This design comes from an exercise in tuning for small area on the open sky130 flow, not from production work. The RTL was checked by simulation tests, not by an equivalence proof against the original design. No activity file was given, so power comes from the tool's default toggle rates.

run 1:
## exe_top
module exe_top #(
        parameter int DEPTH = 4
) (
        input  logic                                clk,
        input  logic                                reset_n,
        input  logic                                in_req_i,
        output logic                                in_ack_o,
        input  logic [31:0]                         instr_i,
        input  logic [exe_pkg::XLEN-1:0]            pc_i,
        input  logic [exe_pkg::XLEN-1:0]            rs1_i,
        input  logic [exe_pkg::XLEN-1:0]            rs2_i,
        output logic                                res_req_o,
        input  logic                                res_ack_i,
        output logic [exe_pkg::REG_ADDR_W-1:0]      rd_addr_o,
        output logic                                write_rd_o,
        output logic [exe_pkg::XLEN-1:0]            result_o,
        output logic                                branch_taken_o,
        output logic [exe_pkg::XLEN-1:0]            branch_target_o
);
        logic                   push;
        logic                   pop;
        logic                   fifo_full;
        logic                   fifo_empty;
        exe_pkg::res_rec_t      push_rec;
        exe_pkg::res_rec_t      shown_rec;
        operand_decode u_decode (
                .clk         (clk),
                .reset_n     (reset_n),
                .in_req_i    (in_req_i),
                .instr_i     (instr_i),
                .pc_i        (pc_i),
                .rs1_i       (rs1_i),
                .rs2_i       (rs2_i),
                .in_ack_o    (in_ack_o),
                .fifo_full_i (fifo_full),
                .push_o      (push),
                .rec_o       (push_rec)
        );
        op_fifo u_fifo (
                .clk     (clk),
  ...
Size: roughly 1700 cells after synthesis, ~14000 um2 of cells after synthesis.
Settings: LEC_CHECK=0, ABC_AREA=1, CAP_MARGIN=20, CORE_MARGIN=2, CORE_UTILIZATION=65, SLEW_MARGIN=20; clock period 10.0 ns.
standard.sh (not shown) runs the stock make flow with config.mk's settings and CLKGATE_MAP_FILE= SYNTH_SCRIPT=/design/flow/synth_recipe.tcl, a recipe that flattens the netlist after the stock synthesis.
==> flow/flow/run.sh <==
#!/bin/bash
# Own layout flow: the standard synthesis unchanged, then the standard
# ORFS layout with single-drive port buffers, combinational gates set back
# to drive strength 1 after floorplan, and a clock tree of smaller buffers
# without dummy loads. Each step's full output goes to a log file here.
set -euo pipefail
bash standard.sh synth > flow_synth.log 2>&1
bash standard.sh \
        BUFFER_PORTS_ARGS="-buffer_cell sky130_fd_sc_hd__buf_1" \
        POST_FLOORPLAN_TCL="$PWD/flow/downsize.tcl" \
        CTS_ARGS="-sink_clustering_enable -repair_clock_nets -dont_use_dummy_load -sink_clustering_size 18 -sink_clustering_max_diameter 60 -buf_list sky130_fd_sc_hd__clkbuf_8" \
        finish > flow_layout.log 2>&1
==> flow/flow/downsize.tcl <==
# Run after floorplan: synthesis sized some gates up for speed the 10 ns
# clock does not need. Put each combinational gate back at drive strength 1
# (same function and pins); repair_design and repair_timing in the later
# steps size up again wherever slew, capacitance or setup need it.
puts "Downsizing combinational gates"
report_design_area
set n 0
foreach inst [get_cells *] {
  set ref [get_property $inst ref_name]
  if { ![regexp {^(sky130_fd_sc_hd__[a-z0-9]+)_([0-9]+)$} $ref -> base drive] } { continue }
  if { $drive <= 1 } { continue }
  if { [regexp {df|dl|clk|buf|conb|tap|fill|decap|diode|ha|fa|maj} $base] } { continue }
  set small [get_lib_cells -quiet ${base}_1]
  if { [llength $small] == 0 } { continue }
  replace_cell $inst $small
  incr n
}
puts "Downsized $n instances"
report_design_area
Run 1 did not stop at any stage, and its layout met the timing, design-rule and antenna checks.
--- input diff run 1..run 2 ---
-- flow/flow/run.sh --
<<< run 1, line 9
        BUFFER_PORTS_ARGS="-buffer_cell sky130_fd_sc_hd__buf_1" \
        POST_FLOORPLAN_TCL="$PWD/flow/downsize.tcl" \
        CTS_ARGS="-sink_clustering_enable -repair_clock_nets -dont_use_dummy_load -sink_clustering_size 18 -sink_clustering_max_diameter 60 -buf_list sky130_fd_sc_hd__clkbuf_8" \
        finish > flow_layout.log 2>&1
>>> run 2, line 9
        BUFFER_PORTS_ARGS="-buffer_cell sky130_fd_sc_hd__buf_1" \
        POST_FLOORPLAN_TCL="$PWD/flow/downsize.tcl" \
        CTS_ARGS="-sink_clustering_enable -repair_clock_nets -dont_use_dummy_load -sink_clustering_size 30 -sink_clustering_max_diameter 100 -buf_list sky130_fd_sc_hd__clkbuf_16" \
        finish > flow_layout.log 2>&1
==> notes.md <==
- Compared with run 1, in run 2 sequential cell area roughly the same; hold slack roughly the same; sequential share of cell area roughly the same.
- Relative to run 1, the routed wire length of run 2 is higher by 0.50%.
- In terms of switching power of the nets, run 2 and run 1 differ only marginally.
- Compared run 2 vs run 1, and clock-buffer cell count is down in run 2.
Inputs modified between run 2 and run 3:
==> flow/flow/run.sh <==
#!/bin/bash
# Own layout flow: the standard synthesis unchanged, then the standard
# ORFS layout with single-drive port buffers, combinational gates set back
# to drive strength 1 after floorplan, and a clock tree of clkbuf_8 leaves
# over clusters of at most 18 flip-flops, without dummy loads. Each step's
# full output goes to a log file here.
set -euo pipefail
bash standard.sh synth > flow_synth.log 2>&1
bash standard.sh \
        BUFFER_PORTS_ARGS="-buffer_cell sky130_fd_sc_hd__buf_1" \
        POST_FLOORPLAN_TCL="$PWD/flow/downsize.tcl" \
        CTS_ARGS="-sink_clustering_enable -repair_clock_nets -dont_use_dummy_load -sink_clustering_size 18 -sink_clustering_max_diameter 60 -buf_list sky130_fd_sc_hd__clkbuf_8" \
        finish > flow_layout.log 2>&1
[summary]
Run 3: PASS, flow complete, no timing, DRC or antenna violations
Run 2: all stages complete, timing, DRC and antenna checks passed
Clock buffer count from CTS (lower): run 2
Of run 2 and run 3, the run reporting the lower share of the core filled with cells was run 3.
Run 3 against run 2: layout clock buffer count +5; worst hold slack ~0 delta; amount of wire on met2 after detailed routing -about 1.3%; reported net switching power ~0 delta; via count ~0 delta.
Between run 3 and run 2, the global-route usage does not differ in any meaningful way.
Total power of run 3 is lower than that of run 2.

separate check: timing with driven ports:
In the flow no input, the clock included, has a driving cell. The finished layouts below were timed again as built, in two steps. Step 1: set_driving_cell puts a clkbuf_16 on clk and a buf_2 on each other input, an assumption about the parent block. Step 2 times the ports against the registers' clock, not the clock port: input delays grow and output delays shrink by t, the midpoint of the rising clock arrivals with the driver on. Three values: ideal, step 1, step 2; two values: the first two.
run	t, ns	setup WS [ns]	worst data-port slew with drivers (ns)	pins driven straight from the clock port
run 1	0.498	1.409 / 1.420 / 0.921	0.10	1
run 2	0.482	1.265 / 1.281 / 0.799	0.10	1
run 3	0.498	1.409 / 1.420 / 0.921	0.10	1
After both steps every run listed still meets setup and hold.
